What follows belongs to an exercise in optimizing a design on an open flow for small area; a production flow would make more cautious choices.
In this exercise RTL edits were held to simulation tests only and were not proved equivalent to the original.
No activity file was given, so power comes from the tool's default toggle rates.

## main
==> module board_read, before the edit <==
module board_read (
    input  logic [5:0]   a,
    input  logic [255:0] board,
    output logic [3:0]   q
);
    logic [7:0]  rn, cn;
    logic [63:0] oh;
    dec3n    u_row (.a(a[5:3]), .yn(rn));
    dec3n    u_col (.a(a[2:0]), .yn(cn));
    onehot64 u_oh  (.rn(rn), .cn(cn), .oh(oh));
    for (genvar b = 0; b < 4; b++) begin : g
        logic [63:0] d;
        for (genvar i = 0; i < 64; i++) begin : s
            assign d[i] = board[4 * i + b];
        end
        rd_bit u (.oh(oh), .d(d), .y(q[b]));
    end
endmodule
==> flow/config.mk <==
export PLATFORM = sky130hd
export DESIGN_NAME = chess_top
export DESIGN_NICKNAME = chess_top
export VERILOG_FILES = /design/flow/design.v
export SDC_FILE = /design/flow/constraint.sdc
export NUM_CORES = 4
export LEC_CHECK = 0
export CAP_MARGIN = 20
export CELL_PAD_IN_SITES_DETAIL_PLACEMENT = 1
export CELL_PAD_IN_SITES_GLOBAL_PLACEMENT = 1
export CORE_MARGIN = 2
export CORE_UTILIZATION = 40
export CTS_BUF_LIST = sky130_fd_sc_hd__clkbuf_16
export CTS_CLUSTER_DIAMETER = 100
export CTS_CLUSTER_SIZE = 20
export SLEW_MARGIN = 20
export SYNTH_HIERARCHICAL = 1
export SYNTH_MINIMUM_KEEP_SIZE = 0
==> flow/constraint.sdc <==
create_clock -name core_clock -period 5.5 [get_ports {CLK}]
set_input_delay 1.1000 -clock core_clock [delete_from_list [all_inputs] [get_ports {CLK}]]
set_output_delay 1.1000 -clock core_clock [all_outputs]
set_load 0.01 [all_outputs]
standard.sh (not shown) runs the stock make flow with config.mk's settings and CLKGATE_MAP_FILE= SYNTH_SCRIPT=/design/flow/synth_recipe.tcl, a recipe that flattens the netlist after the stock synthesis.
==> flow/flow/run.sh <==
#!/bin/bash
# The standard layout (standard.sh), with two changes passed to ORFS through
# its environment: port buffers are buf_2 cells instead of the delay buffer
# buffer_ports picks on its own, and clock tree synthesis adds no dummy loads.
# Every tool's full output stays in ORFS's own log folder (orfs/logs); the
# make output goes to standard.log.
set -uo pipefail
export BUFFER_PORTS_ARGS="-buffer_cell sky130_fd_sc_hd__buf_2"
export CTS_ARGS="-sink_clustering_enable -repair_clock_nets -dont_use_dummy_load -buf_list sky130_fd_sc_hd__clkbuf_16 -sink_clustering_size 20 -sink_clustering_max_diameter 100"
bash standard.sh > standard.log 2>&1
Inputs modified between main and the feature branch:
diff --git a/flow/design.v b/flow/design.v
--- a/flow/design.v
+++ b/flow/design.v
@@ -112,22 +112,48 @@
     assign t[21] = !(oh[63] && d[63]);
     assign y = !(&t);
 endmodule
+module dec3 (
+    input  logic [2:0] a,
+    output logic [7:0] y
+);
+    for (genvar r = 0; r < 8; r++) begin : g
+        assign y[r] = (a == 3'(r));
+    end
+endmodule
+module sel8_tail (
+    input  logic t0n, t1n, s6, d6, s7, d7,
+    output logic y
+);
+    assign y = !(t0n && t1n && !(s6 && d6) && !(s7 && d7));
+endmodule
+module sel8 (
+    input  logic [7:0] s,
+    input  logic [7:0] d,
+    output logic       y
+);
+    logic [1:0] t;
+    aoi222_cell u0 (.a0(s[0]), .b0(d[0]), .a1(s[1]), .b1(d[1]), .a2(s[2]), .b2(d[2]), .y(t[0]));
+    aoi222_cell u1 (.a0(s[3]), .b0(d[3]), .a1(s[4]), .b1(d[4]), .a2(s[5]), .b2(d[5]), .y(t[1]));
+    sel8_tail   u2 (.t0n(t[0]), .t1n(t[1]), .s6(s[6]), .d6(d[6]), .s7(s[7]), .d7(d[7]), .y(y));
+endmodule
 module board_read (
     input  logic [5:0]   a,
     input  logic [255:0] board,
     output logic [3:0]   q
 );
-    logic [7:0]  rn, cn;
-    logic [63:0] oh;
-    dec3n    u_row (.a(a[5:3]), .yn(rn));
-    dec3n    u_col (.a(a[2:0]), .yn(cn));
-    onehot64 u_oh  (.rn(rn), .cn(cn), .oh(oh));
+    logic [7:0] ro, co;
+    dec3 u_row (.a(a[5:3]), .y(ro));
+    dec3 u_col (.a(a[2:0]), .y(co));
     for (genvar b = 0; b < 4; b++) begin : g
-        logic [63:0] d;
-        for (genvar i = 0; i < 64; i++) begin : s
-            assign d[i] = board[4 * i + b];
-        end
-        rd_bit u (.oh(oh), .d(d), .y(q[b]));
+        logic [7:0] rv;
+        for (genvar r = 0; r < 8; r++) begin : rw
+            logic [7:0] d;
+            for (genvar c = 0; c < 8; c++) begin : s
+                assign d[c] = board[4 * (8 * r + c) + b];
+            end
+            sel8 u (.s(co), .d(d), .y(rv[r]));
+        end
+        sel8 u (.s(ro), .d(rv), .y(q[b]));
     end
 endmodule
 module board_wsel (
## What came out
- Per the final summary, the feature branch finished and its layout is clean on timing, DRC and antenna.
- From main to the feature branch the numbers moved as follows: via count shrank by 721; combinational group share of total power rose 1.6 points; worst-case headroom to the max-slew limit up 3.8 points.
- The feature branch: cell-internal power higher than main
- Number of buffers outside the clock class in the layout, main and the feature branch: higher on main

-- re-timing with driven ports --
The flow's constraints put no driver on any port. The routed layouts listed below were extracted and timed again, unchanged, in two steps.
Step 1, drivers: a clkbuf_16 drives CLK and a buf_2 each remaining input, both assumed.
Step 2 times the ports against the registers' clock, not the clock port: input delays grow and output delays shrink by t, the midpoint of the rising clock arrivals with the driver on.
Three values: ideal, step 1, step 2; two values: the first two.
| run | shift t [ns] | slack for setup (ns) | hold slack, ns | clock arrival spread, ns | cell pins on the clock port's net |
|---|---|---|---|---|---|
| main | 0.556 | 0.380 / 0.349 / 0.349 | 0.509 / 0.509 / 0.509 | 0.026 / 0.026 | 1 |
| the feature branch | 0.537 | 0.567 / 0.456 / 0.456 | 0.507 / 0.507 / 0.507 | 0.057 / 0.057 | 1 |
After both steps every run listed still meets setup and hold. The setup slack of the feature branch, which loses most, moves by -0.111 ns with the drivers and by -0.111 ns with both steps.
